Background: an optimization exercise with open tools, aiming at small area. Do not read the settings as production practice.
Only simulation tests tie the RTL to the original design; equivalence was not proved.
No activity file was given, so power comes from the tool's default toggle rates.

==> run a: inputs <==
// rs485_line_receiver_select_top
module rs485_line_receiver_select_top
(
  input  logic        clk_i,
  input  logic        rst_ni,
  input  logic        cfg_we_i,
  input  logic [0:0]  cfg_index_i,
  input  logic [63:0] cfg_data_i,
  input  logic        in_valid_i,
  output logic        in_ready_o,
  input  rlrs_pkg::in_word_t    in_word_i,
  output logic        out_valid_o,
  input  logic        out_ready_i,
  output rlrs_pkg::out_word_t   out_word_o
);
==> module rs485_line_receiver_select_top, before the edit <==
module rs485_line_receiver_select_top
(
  input  logic        clk_i,
  input  logic        rst_ni,
  input  logic        cfg_we_i,
  input  logic [0:0]  cfg_index_i,
  input  logic [63:0] cfg_data_i,
  input  logic        in_valid_i,
  output logic        in_ready_o,
  input  rlrs_pkg::in_word_t    in_word_i,
  output logic        out_valid_o,
  input  logic        out_ready_i,
  output rlrs_pkg::out_word_t   out_word_o
);
  localparam int unsigned NSTORE = rlrs_pkg::LINE_DEPTH - 1;
  logic [63:0]        unit_ident_q;
  logic               ident_set_q;
  logic [3:0]         n_chars_q;
  logic               held_q, disc_q;
  logic [rlrs_pkg::LINE_AW-1:0] wp_q, wp_d;
  logic [7:0]         rdata_q, rdata_d;
  logic               toff_q, toff_d;
  logic               out_valid_q;
  logic [7:0]         line_mem_q [NSTORE];
  logic               held_d, disc_d;
  logic               accept;
  logic               eol;
  logic               wr;
  logic               toff;
  logic [NSTORE-1:0]  sel;
  logic [7:0]         rd_data;
  logic [8*rlrs_pkg::PREFIX_LEN-1:0] prefix;
  logic [8*rlrs_pkg::TEXT_LEN-1:0]   text;
  assign accept     = in_valid_i && in_ready_o;
  assign in_ready_o = !out_valid_q || out_ready_i;
  assign eol        = (in_word_i.byte_value == rlrs_pkg::CHAR_LF) || (in_word_i.byte_value == rlrs_pkg::CHAR_CR);
  always_comb begin
    for (int k = 0; k < rlrs_pkg::PREFIX_LEN; k++) prefix[8*k +: 8] = line_mem_q[k];
    for (int k = 0; k < rlrs_pkg::TEXT_LEN; k++)   text[8*k +: 8]   = line_mem_q[rlrs_pkg::PREFIX_LEN + k];
  end
  rlrs_select_cmp u_sel (
    .prefix_i     (prefix),
    .text_i       (text),
    .len_i        (wp_q),
    .unit_ident_i (unit_ident_q),
    .n_chars_i    (ident_set_q ? n_chars_q : 4'd0),
    .other_o      (toff)
  );
  always_comb begin
    held_d = held_q;
    disc_d = disc_q;
    wp_d   = wp_q;
    wr     = 1'b0;
    toff_d = 1'b0;
    rdata_d = 8'h00;
    case (in_word_i.operation)
      rlrs_pkg::OP_BYTE: begin
        if (disc_q) begin
          if (eol) begin
            disc_d = 1'b0;
            wp_d   = '0;
          end
        end else if (!held_q) begin
          if (eol) begin
            held_d = 1'b1;
            toff_d = toff;
          end else begin
            wr = 1'b1;
            if (wp_q == '1) begin
              disc_d = 1'b1;
              wp_d   = '0;
            end else begin
              wp_d = wp_q + 1'b1;
            end
          end
        end
      end
      rlrs_pkg::OP_ACK: begin
        held_d = 1'b0;
        disc_d = 1'b0;
        wp_d   = '0;
      end
      rlrs_pkg::OP_READ: begin
        if (held_q && in_word_i.read_index < wp_q) begin
          rdata_d = rd_data;
        end
      end
      default: ;
    endcase
  end
  always_ff @(posedge clk_i or negedge rst_ni) begin
    if (!rst_ni) begin
      ident_set_q <= 1'b0;
      n_chars_q   <= '0;
    end else if (cfg_we_i) begin
      case (cfg_index_i)
        rlrs_pkg::CFG_UNIT_IDENT: ident_set_q <= 1'b1;
        rlrs_pkg::CFG_IDENT_LEN:  n_chars_q   <= cfg_data_i[3] ? 4'd8 : {1'b0, cfg_data_i[2:0]};
        default: ;
      endcase
    end
  end
  always_ff @(posedge clk_i) begin
    if (cfg_we_i && cfg_index_i == rlrs_pkg::CFG_UNIT_IDENT) begin
      unit_ident_q <= cfg_data_i;
    end
  end
  always_ff @(posedge clk_i or negedge rst_ni) begin
    if (!rst_ni) begin
      held_q      <= 1'b0;
      disc_q      <= 1'b0;
      wp_q        <= '0;
      out_valid_q <= 1'b0;
    end else begin
      if (accept) begin
        held_q      <= held_d;
        disc_q      <= disc_d;
        wp_q        <= wp_d;
        out_valid_q <= 1'b1;
      end else if (out_ready_i) begin
        out_valid_q <= 1'b0;
      end
    end
  end
  always_ff @(posedge clk_i) begin
    if (accept) begin
      rdata_q <= rdata_d;
      toff_q <= toff_d;
    end
  end
  always_comb begin
    for (int i = 0; i < NSTORE; i++) sel[i] = (wp_q == rlrs_pkg::LINE_AW'(i));
  end
  always_ff @(posedge clk_i) begin
    for (int i = 0; i < NSTORE; i++) begin
      if (accept && wr && sel[i]) line_mem_q[i] <= in_word_i.byte_value;
    end
  end
  logic [7:0] rd_tab [rlrs_pkg::LINE_DEPTH];
  always_comb begin
    for (int i = 0; i < NSTORE; i++) rd_tab[i] = line_mem_q[i];
    rd_tab[NSTORE] = 8'h00;
  end
  assign rd_data = rd_tab[in_word_i.read_index];
  always_comb begin
    out_word_o.line_ready   = held_q;
    out_word_o.line_length  = held_q ? wp_q : '0;
    out_word_o.transmit_off = toff_q;
    out_word_o.discarding   = disc_q;
    out_word_o.read_data    = rdata_q;
  end
  assign out_valid_o = out_valid_q;
endmodule
Settings: LEC_CHECK=0, CAP_MARGIN=0, CORE_MARGIN=2, CORE_UTILIZATION=40, CTS_CLUSTER_DIAMETER=80, CTS_CLUSTER_SIZE=25, GPL_TIMING_DRIVEN=0, SLEW_MARGIN=0; clock period 5.0 ns.
run.sh (not shown) runs the stock make flow with config.mk's settings and CLKGATE_MAP_FILE= SYNTH_SCRIPT=/design/flow/synth_recipe.tcl, a recipe that flattens the netlist after the stock synthesis.
==> inputs of run b, as changes to run a <==
--- a/flow/design.v
+++ b/flow/design.v
@@ -35,51 +35,46 @@
   } out_word_t;
   typedef struct packed {
     logic                  prefix_ok;
     logic [LINE_AW-1:0]    length;
     logic [TEXT_LEN*8-1:0] text;
   } sel_line_t;
 endpackage
-module rlrs_select_cmp
-(
-  input  logic [8*rlrs_pkg::PREFIX_LEN-1:0] prefix_i,
-  input  logic [8*rlrs_pkg::TEXT_LEN-1:0]   text_i,
-  input  logic [rlrs_pkg::LINE_AW-1:0]      len_i,
-  input  logic [63:0] unit_ident_i,
-  input  logic [3:0]  n_chars_i,
-  output logic        other_o
-);
-  logic       go;
-  logic       res;
-  logic       tin, iin;
-  logic [7:0] tc, ic;
-  always_comb begin
-    go  = 1'b1;
-    res = 1'b0;
-    for (int k = 0; k < rlrs_pkg::TEXT_LEN; k++) begin
-      tin = rlrs_pkg::LINE_AW'(rlrs_pkg::PREFIX_LEN + k) < len_i;
-      iin = (k < rlrs_pkg::IDENT_MAX) && (4'(k) < n_chars_i);
-      tc  = text_i[8*k +: 8];
-      ic  = unit_ident_i[8*(k % rlrs_pkg::IDENT_MAX) +: 8];
-      if (go) begin
-        if (tin && iin) begin
-          if (tc != ic)          begin res = 1'b1; go = 1'b0; end
-          else if (tc == 8'h00)  begin res = 1'b0; go = 1'b0; end
-        end else if (tin) begin
-          res = (tc != 8'h00); go = 1'b0;
-        end else if (iin) begin
-          res = (ic != 8'h00); go = 1'b0;
-        end else begin
-          res = 1'b0; go = 1'b0;
-        end
-      end
-    end
-    other_o = (len_i >= rlrs_pkg::LINE_AW'(rlrs_pkg::PREFIX_LEN)) &&
-              (prefix_i == rlrs_pkg::SEL_PREFIX) && res;
-  end
+module rlrs_tcell
+(
+  input  logic q_i,
+  input  logic we_i,
+  input  logic we_ni,
+  input  logic x_i,
+  output logic d_o
+);
+  assign d_o = ~((q_i | we_i) & (x_i | we_ni));
+endmodule
+module rlrs_rsel3
+(
+  input  logic [2:0] s_i,
+  input  logic [2:0] d_i,
+  output logic       y_no
+);
+  assign y_no = ~((s_i[0] & d_i[0]) | (s_i[1] & d_i[1]) | (s_i[2] & d_i[2]));
+endmodule
+module rlrs_eq8
+(
+  input  logic [7:0] a_i,
+  input  logic [7:0] b_i,
+  output logic       eq_o
+);
+  assign eq_o = (a_i == b_i);
+endmodule
+module rlrs_z8
+(
+  input  logic [7:0] a_i,
+  output logic       z_o
+);
+  assign z_o = (a_i == 8'h00);
 endmodule
 module rs485_line_receiver_select_top
 (
   input  logic        clk_i,
   input  logic        rst_ni,
   input  logic        cfg_we_i,
   input  logic [0:0]  cfg_index_i,
@@ -96,15 +91,19 @@
   logic               ident_set_q;
   logic [3:0]         n_chars_q;
   logic               held_q, disc_q;
   logic [rlrs_pkg::LINE_AW-1:0] wp_q, wp_d;
   logic [7:0]         rdata_q, rdata_d;
   logic               toff_q, toff_d;
   logic               out_valid_q;
-  logic [7:0]         line_mem_q [NSTORE];
+  localparam int unsigned NPLAIN = 16;
+  logic [7:0]         line_mem_q [NPLAIN];
+  logic [8*(NSTORE-NPLAIN)-1:0] line_alt_q;
+  logic               flip_q;
+  logic [7:0]         din_alt;
   logic               held_d, disc_d;
   logic               accept;
   logic               eol;
   logic               wr;
   logic               toff;
   logic [NSTORE-1:0]  sel;
   logic [7:0]         rd_data;
@@ -113,22 +112,42 @@
   assign accept     = in_valid_i && in_ready_o;
   assign in_ready_o = !out_valid_q || out_ready_i;
   assign eol        = (in_word_i.byte_value == rlrs_pkg::CHAR_LF) || (in_word_i.byte_value == rlrs_pkg::CHAR_CR);
   always_comb begin
     for (int k = 0; k < rlrs_pkg::PREFIX_LEN; k++) prefix[8*k +: 8] = line_mem_q[k];
     for (int k = 0; k < rlrs_pkg::TEXT_LEN; k++)   text[8*k +: 8]   = line_mem_q[rlrs_pkg::PREFIX_LEN + k];
   end
-  rlrs_select_cmp u_sel (
-    .prefix_i     (prefix),
-    .text_i       (text),
-    .len_i        (wp_q),
-    .unit_ident_i (unit_ident_q),
-    .n_chars_i    (ident_set_q ? n_chars_q : 4'd0),
-    .other_o      (toff)
-  );
+  logic [3:0] n_chars;
+  logic [8:0] tin, iin, zt, zi, endt, endi, same, run;
+  logic [7:0] eq;
+  assign n_chars = ident_set_q ? n_chars_q : 4'd0;
+  for (genvar k = 0; k < rlrs_pkg::TEXT_LEN; k++) begin : g_cmp
+    rlrs_z8 u_zt (.a_i(text[8*k +: 8]), .z_o(zt[k]));
+    if (k < rlrs_pkg::IDENT_MAX) begin : g_id
+      rlrs_z8  u_zi (.a_i(unit_ident_q[8*k +: 8]), .z_o(zi[k]));
+      rlrs_eq8 u_eq (.a_i(text[8*k +: 8]), .b_i(unit_ident_q[8*k +: 8]), .eq_o(eq[k]));
+    end else begin : g_end
+      assign zi[k] = 1'b1;
+    end
+  end
+  always_comb begin
+    for (int k = 0; k < rlrs_pkg::TEXT_LEN; k++) begin
+      tin[k] = rlrs_pkg::LINE_AW'(rlrs_pkg::PREFIX_LEN + k) < wp_q;
+      iin[k] = (k < rlrs_pkg::IDENT_MAX) && (4'(k) < n_chars);
+    end
+    run[0] = 1'b1;
+    for (int m = 1; m < rlrs_pkg::TEXT_LEN; m++) run[m] = run[m-1] && tin[m-1] && iin[m-1] && eq[m-1] && !zi[m-1];
+    for (int m = 0; m < rlrs_pkg::TEXT_LEN; m++) begin
+      endt[m] = !tin[m] || zt[m];
+      endi[m] = !iin[m] || zi[m];
+      same[m] = run[m] && endt[m] && endi[m];
+    end
+    toff = (wp_q >= rlrs_pkg::LINE_AW'(rlrs_pkg::PREFIX_LEN)) &&
+           (prefix == rlrs_pkg::SEL_PREFIX) && !(|same);
+  end
   always_comb begin
     held_d = held_q;
     disc_d = disc_q;
     wp_d   = wp_q;
     wr     = 1'b0;
     toff_d = 1'b0;
     rdata_d = 8'h00;
@@ -207,24 +226,62 @@
       toff_q <= toff_d;
     end
   end
   always_comb begin
     for (int i = 0; i < NSTORE; i++) sel[i] = (wp_q == rlrs_pkg::LINE_AW'(i));
   end
   always_ff @(posedge clk_i) begin
-    for (int i = 0; i < NSTORE; i++) begin
+    for (int i = 0; i < NPLAIN; i++) begin
       if (accept && wr && sel[i]) line_mem_q[i] <= in_word_i.byte_value;
     end
   end
-  logic [7:0] rd_tab [rlrs_pkg::LINE_DEPTH];
-  always_comb begin
-    for (int i = 0; i < NSTORE; i++) rd_tab[i] = line_mem_q[i];
-    rd_tab[NSTORE] = 8'h00;
-  end
-  assign rd_data = rd_tab[in_word_i.read_index];
+  logic [NSTORE-1:NPLAIN] alt_we, alt_we_n;
+  logic [8*(NSTORE-NPLAIN)-1:0] line_alt_d;
+  assign din_alt = in_word_i.byte_value ^ {8{flip_q}};
+  always_comb begin
+    for (int i = NPLAIN; i < NSTORE; i++) begin
+      alt_we[i]   = accept && wr && sel[i];
+      alt_we_n[i] = !(accept && wr && sel[i]);
+    end
+  end
+  for (genvar i = NPLAIN; i < NSTORE; i++) begin : g_alt
+    for (genvar b = 0; b < 8; b++) begin : g_bit
+      rlrs_tcell u_t (
+        .q_i   (line_alt_q[8*(i-NPLAIN) + b]),
+        .we_i  (alt_we[i]),
+        .we_ni (alt_we_n[i]),
+        .x_i   (din_alt[b]),
+        .d_o   (line_alt_d[8*(i-NPLAIN) + b])
+      );
+    end
+  end
+  always_ff @(posedge clk_i) begin
+    flip_q     <= !flip_q;
+    line_alt_q <= line_alt_d;
+  end
+  logic [NSTORE-1:0]  rsel;
+  logic [7:0]         rd_raw;
+  logic [20:0]        rd_part_n [8];
+  logic [8*NSTORE-1:0] mem_flat;
+  always_comb begin
+    for (int i = 0; i < NSTORE; i++) rsel[i] = (in_word_i.read_index == rlrs_pkg::LINE_AW'(i));
+    for (int i = 0; i < NPLAIN; i++) mem_flat[8*i +: 8] = line_mem_q[i];
+    mem_flat[8*NSTORE-1:8*NPLAIN] = line_alt_q;
+  end
+  for (genvar b = 0; b < 8; b++) begin : g_rbit
+    for (genvar j = 0; j < 21; j++) begin : g_rgrp
+      rlrs_rsel3 u_r (
+        .s_i  (rsel[3*j +: 3]),
+        .d_i  ({mem_flat[8*(3*j+2) + b], mem_flat[8*(3*j+1) + b], mem_flat[8*(3*j) + b]}),
+        .y_no (rd_part_n[b][j])
+      );
+    end
+    assign rd_raw[b] = ~&rd_part_n[b];
+  end
+  assign rd_data = rd_raw ^ {8{flip_q && in_word_i.read_index >= 6'(NPLAIN)}};
   always_comb begin
     out_word_o.line_ready   = held_q;
     out_word_o.line_length  = held_q ? wp_q : '0;
     out_word_o.transmit_off = toff_q;
     out_word_o.discarding   = disc_q;
     out_word_o.read_data    = rdata_q;
   end
==> flow/flow/run.sh (new file) <==
#!/bin/bash
# Own layout flow: the standard steps (standard.sh), with two changes to how
# the layout is made: every input and output port gets a buf_1 cell as its port
# buffer (instead of clkdlybuf4s50_1), and clock tree synthesis runs without
# dummy loads and with larger sink clusters. Each step's full output goes to a
# log file of its own in the work folder; ORFS's own logs stay under orfs/logs/.
set -euo pipefail
bash standard.sh synth > log_synth.txt 2>&1
bash standard.sh floorplan > log_floorplan.txt 2>&1
bash standard.sh place "BUFFER_PORTS_ARGS=-buffer_cell sky130_fd_sc_hd__buf_1" > log_place.txt 2>&1
bash standard.sh cts "CTS_ARGS=-sink_clustering_enable -repair_clock_nets -dont_use_dummy_load -sink_clustering_size 25 -sink_clustering_max_diameter 80" > log_cts.txt 2>&1
bash standard.sh finish > log_finish.txt 2>&1
==> flow/standard.sh (new file) <==
#!/bin/bash
# synth_recipe.tcl (not shown) runs the flow's synth.tcl, then flattens the netlist and writes it again
# the make line also repeats each setting of config.mk as NAME=value (left out here)
make -C /OpenROAD-flow-scripts/flow DESIGN_CONFIG=/design/flow/config.mk WORK_HOME=/design/flow/orfs CLKGATE_MAP_FILE= SYNTH_SCRIPT=/design/flow/synth_recipe.tcl "${@:-finish}"
CAP_MARGIN = 20   (was 0)
CTS_CLUSTER_DIAMETER = default   (was 80)
CTS_CLUSTER_SIZE = default   (was 25)
SLEW_MARGIN = 20   (was 0)
SYNTH_HIERARCHICAL = 1   (was default)
removed: flow/run.sh
==> inputs of run c, as changes to run a <==
==> flow/flow/run.sh (new file) <==
#!/bin/bash
# Own layout flow: the standard steps (standard.sh), with two changes to how
# the layout is made: every input and output port gets a buf_1 cell as its port
# buffer (instead of clkdlybuf4s50_1), and clock tree synthesis runs without
# dummy loads and with larger sink clusters. Each step's full output goes to a
# log file of its own in the work folder; ORFS's own logs stay under orfs/logs/.
set -euo pipefail
bash standard.sh synth > log_synth.txt 2>&1
bash standard.sh floorplan > log_floorplan.txt 2>&1
bash standard.sh place "BUFFER_PORTS_ARGS=-buffer_cell sky130_fd_sc_hd__buf_1" > log_place.txt 2>&1
bash standard.sh cts "CTS_ARGS=-sink_clustering_enable -repair_clock_nets -dont_use_dummy_load -sink_clustering_size 25 -sink_clustering_max_diameter 80" > log_cts.txt 2>&1
bash standard.sh finish > log_finish.txt 2>&1
==> flow/standard.sh (new file) <==
#!/bin/bash
# synth_recipe.tcl (not shown) runs the flow's synth.tcl, then flattens the netlist and writes it again
# the make line also repeats each setting of config.mk as NAME=value (left out here)
make -C /OpenROAD-flow-scripts/flow DESIGN_CONFIG=/design/flow/config.mk WORK_HOME=/design/flow/orfs CLKGATE_MAP_FILE= SYNTH_SCRIPT=/design/flow/synth_recipe.tcl "${@:-finish}"
CAP_MARGIN = 20   (was 0)
CTS_CLUSTER_DIAMETER = default   (was 80)
CTS_CLUSTER_SIZE = default   (was 25)
SLEW_MARGIN = 20   (was 0)
removed: flow/run.sh
==> inputs of run d, as changes to run a <==
--- a/flow/design.v
+++ b/flow/design.v
@@ -93,15 +93,15 @@
 );
   localparam int unsigned NSTORE = rlrs_pkg::LINE_DEPTH - 1;
   logic [63:0]        unit_ident_q;
   logic               ident_set_q;
   logic [3:0]         n_chars_q;
   logic               held_q, disc_q;
   logic [rlrs_pkg::LINE_AW-1:0] wp_q, wp_d;
-  logic [7:0]         rdata_q, rdata_d;
+  logic [rlrs_pkg::LINE_AW-1:0] ridx_q, ridx_d;
   logic               toff_q, toff_d;
   logic               out_valid_q;
   logic [7:0]         line_mem_q [NSTORE];
   logic               held_d, disc_d;
   logic               accept;
   logic               eol;
   logic               wr;
@@ -127,15 +127,15 @@
   );
   always_comb begin
     held_d = held_q;
     disc_d = disc_q;
     wp_d   = wp_q;
     wr     = 1'b0;
     toff_d = 1'b0;
-    rdata_d = 8'h00;
+    ridx_d = '1;
     case (in_word_i.operation)
       rlrs_pkg::OP_BYTE: begin
         if (disc_q) begin
           if (eol) begin
             disc_d = 1'b0;
             wp_d   = '0;
           end
@@ -157,15 +157,15 @@
       rlrs_pkg::OP_ACK: begin
         held_d = 1'b0;
         disc_d = 1'b0;
         wp_d   = '0;
       end
       rlrs_pkg::OP_READ: begin
         if (held_q && in_word_i.read_index < wp_q) begin
-          rdata_d = rd_data;
+          ridx_d = in_word_i.read_index;
         end
       end
       default: ;
     endcase
   end
   always_ff @(posedge clk_i or negedge rst_ni) begin
     if (!rst_ni) begin
@@ -199,15 +199,15 @@
       end else if (out_ready_i) begin
         out_valid_q <= 1'b0;
       end
     end
   end
   always_ff @(posedge clk_i) begin
     if (accept) begin
-      rdata_q <= rdata_d;
+      ridx_q <= ridx_d;
       toff_q <= toff_d;
     end
   end
   always_comb begin
     for (int i = 0; i < NSTORE; i++) sel[i] = (wp_q == rlrs_pkg::LINE_AW'(i));
   end
   always_ff @(posedge clk_i) begin
@@ -216,17 +216,17 @@
     end
   end
   logic [7:0] rd_tab [rlrs_pkg::LINE_DEPTH];
   always_comb begin
     for (int i = 0; i < NSTORE; i++) rd_tab[i] = line_mem_q[i];
     rd_tab[NSTORE] = 8'h00;
   end
-  assign rd_data = rd_tab[in_word_i.read_index];
+  assign rd_data = rd_tab[ridx_q];
   always_comb begin
     out_word_o.line_ready   = held_q;
     out_word_o.line_length  = held_q ? wp_q : '0;
     out_word_o.transmit_off = toff_q;
     out_word_o.discarding   = disc_q;
-    out_word_o.read_data    = rdata_q;
+    out_word_o.read_data    = rd_data;
   end
   assign out_valid_o = out_valid_q;
 endmodule
CAP_MARGIN = 20   (was 0)
CTS_BUF_LIST = sky130_fd_sc_hd__clkbuf_4   (was default)
CTS_CLUSTER_DIAMETER = default   (was 80)
CTS_CLUSTER_SIZE = 30   (was 25)
GPL_TIMING_DRIVEN = default   (was 0)
SLEW_MARGIN = 20   (was 0)
==> notes <==
- Run c went through all stages and came out clean. Run b finished clean. Run d completed and failed the layout checks on setup timing. Run a finished but fails on capacitance limit, slew limit.
- The highest core utilization belongs to run d, the lowest to run b.
- Sequential cell count is the same in run c and run a.
- Register-to-register slack: run a is worse than run d (350 ps).
- Sequential power is about the same in run a and run c.
- Against run c, the non-clock buffer count of run d is higher by 85.
==> figures <==
| item | run d | run b | run a | run c |
|---|---|---|---|---|
| Outcome | failed layout checks | finished clean | failed layout checks | finished clean |
| Reasons for failing layout checks | setup timing | - | capacitance limit, slew limit | - |
| R2R cell count | 4 | 6 | 6 | 6 |
| Clock transition at the registers of the reported paths | 60 ps | 90 ps | 90 ps | 80 ps |
| FF-to-FF setup slack | 1500 ps | 1460 ps | 1150 ps | 1300 ps |
| Wire length on met3 | 13900 microns | 6700 microns | 11100 microns | 11000 microns |
| Hold Path End | line_mem_q[48][2] | line_alt_q[6] | out_valid_q | - |
| Die W | 244 microns | 238 microns | 246 microns | 246 microns |
| Final setup violation count | 3 | 0 | 0 | 0 |
| GR met2 Demand/Resource | 46.2% | 37.7% | 46.2% | 46.5% |
| Core Region | 57500 sq um | 53900 sq um | 57700 sq um | 57700 sq um |
| Weighted congestion reported at the end of routability-driven placement | 1.06 | 0.961 | 0.997 | 0.982 |

## separate check: timing with driven ports
The flow's constraints put no driver on any port. The routed layouts listed below were extracted and timed again, unchanged, in two steps.
Step 1 (the two cells are an assumption about what drives the block):
set clk [get_ports {clk_i}]
set_driving_cell -lib_cell sky130_fd_sc_hd__clkbuf_16 $clk
set_driving_cell -lib_cell sky130_fd_sc_hd__buf_2 [delete_from_list [all_inputs] $clk]
Step 2 also shifts input and output timing later by t, the mid clock arrival at the registers, as if the neighbouring blocks saw the same clock.
Three values: no drivers, after step 1, after step 2; two values: the first two.
run	t (ns)	setup WS [ns]	worst setup path after step 2	worst data-port slew with drivers (ns)	pins driven straight from the clock port
run a	0.693	0.359 / 0.400 / -0.293	input to register	0.06	1
run b	0.653	0.556 / 0.519 / -0.133	input to register	0.14	1
run c	0.631	0.656 / 0.692 / 0.061	input to register	0.06	1
run d	1.058	-0.154 / -0.217 / 0.383	input to register	0.04	1
The setup slack of run b, which loses most, moves by -0.037 ns with the drivers and by -0.689 ns with both steps.
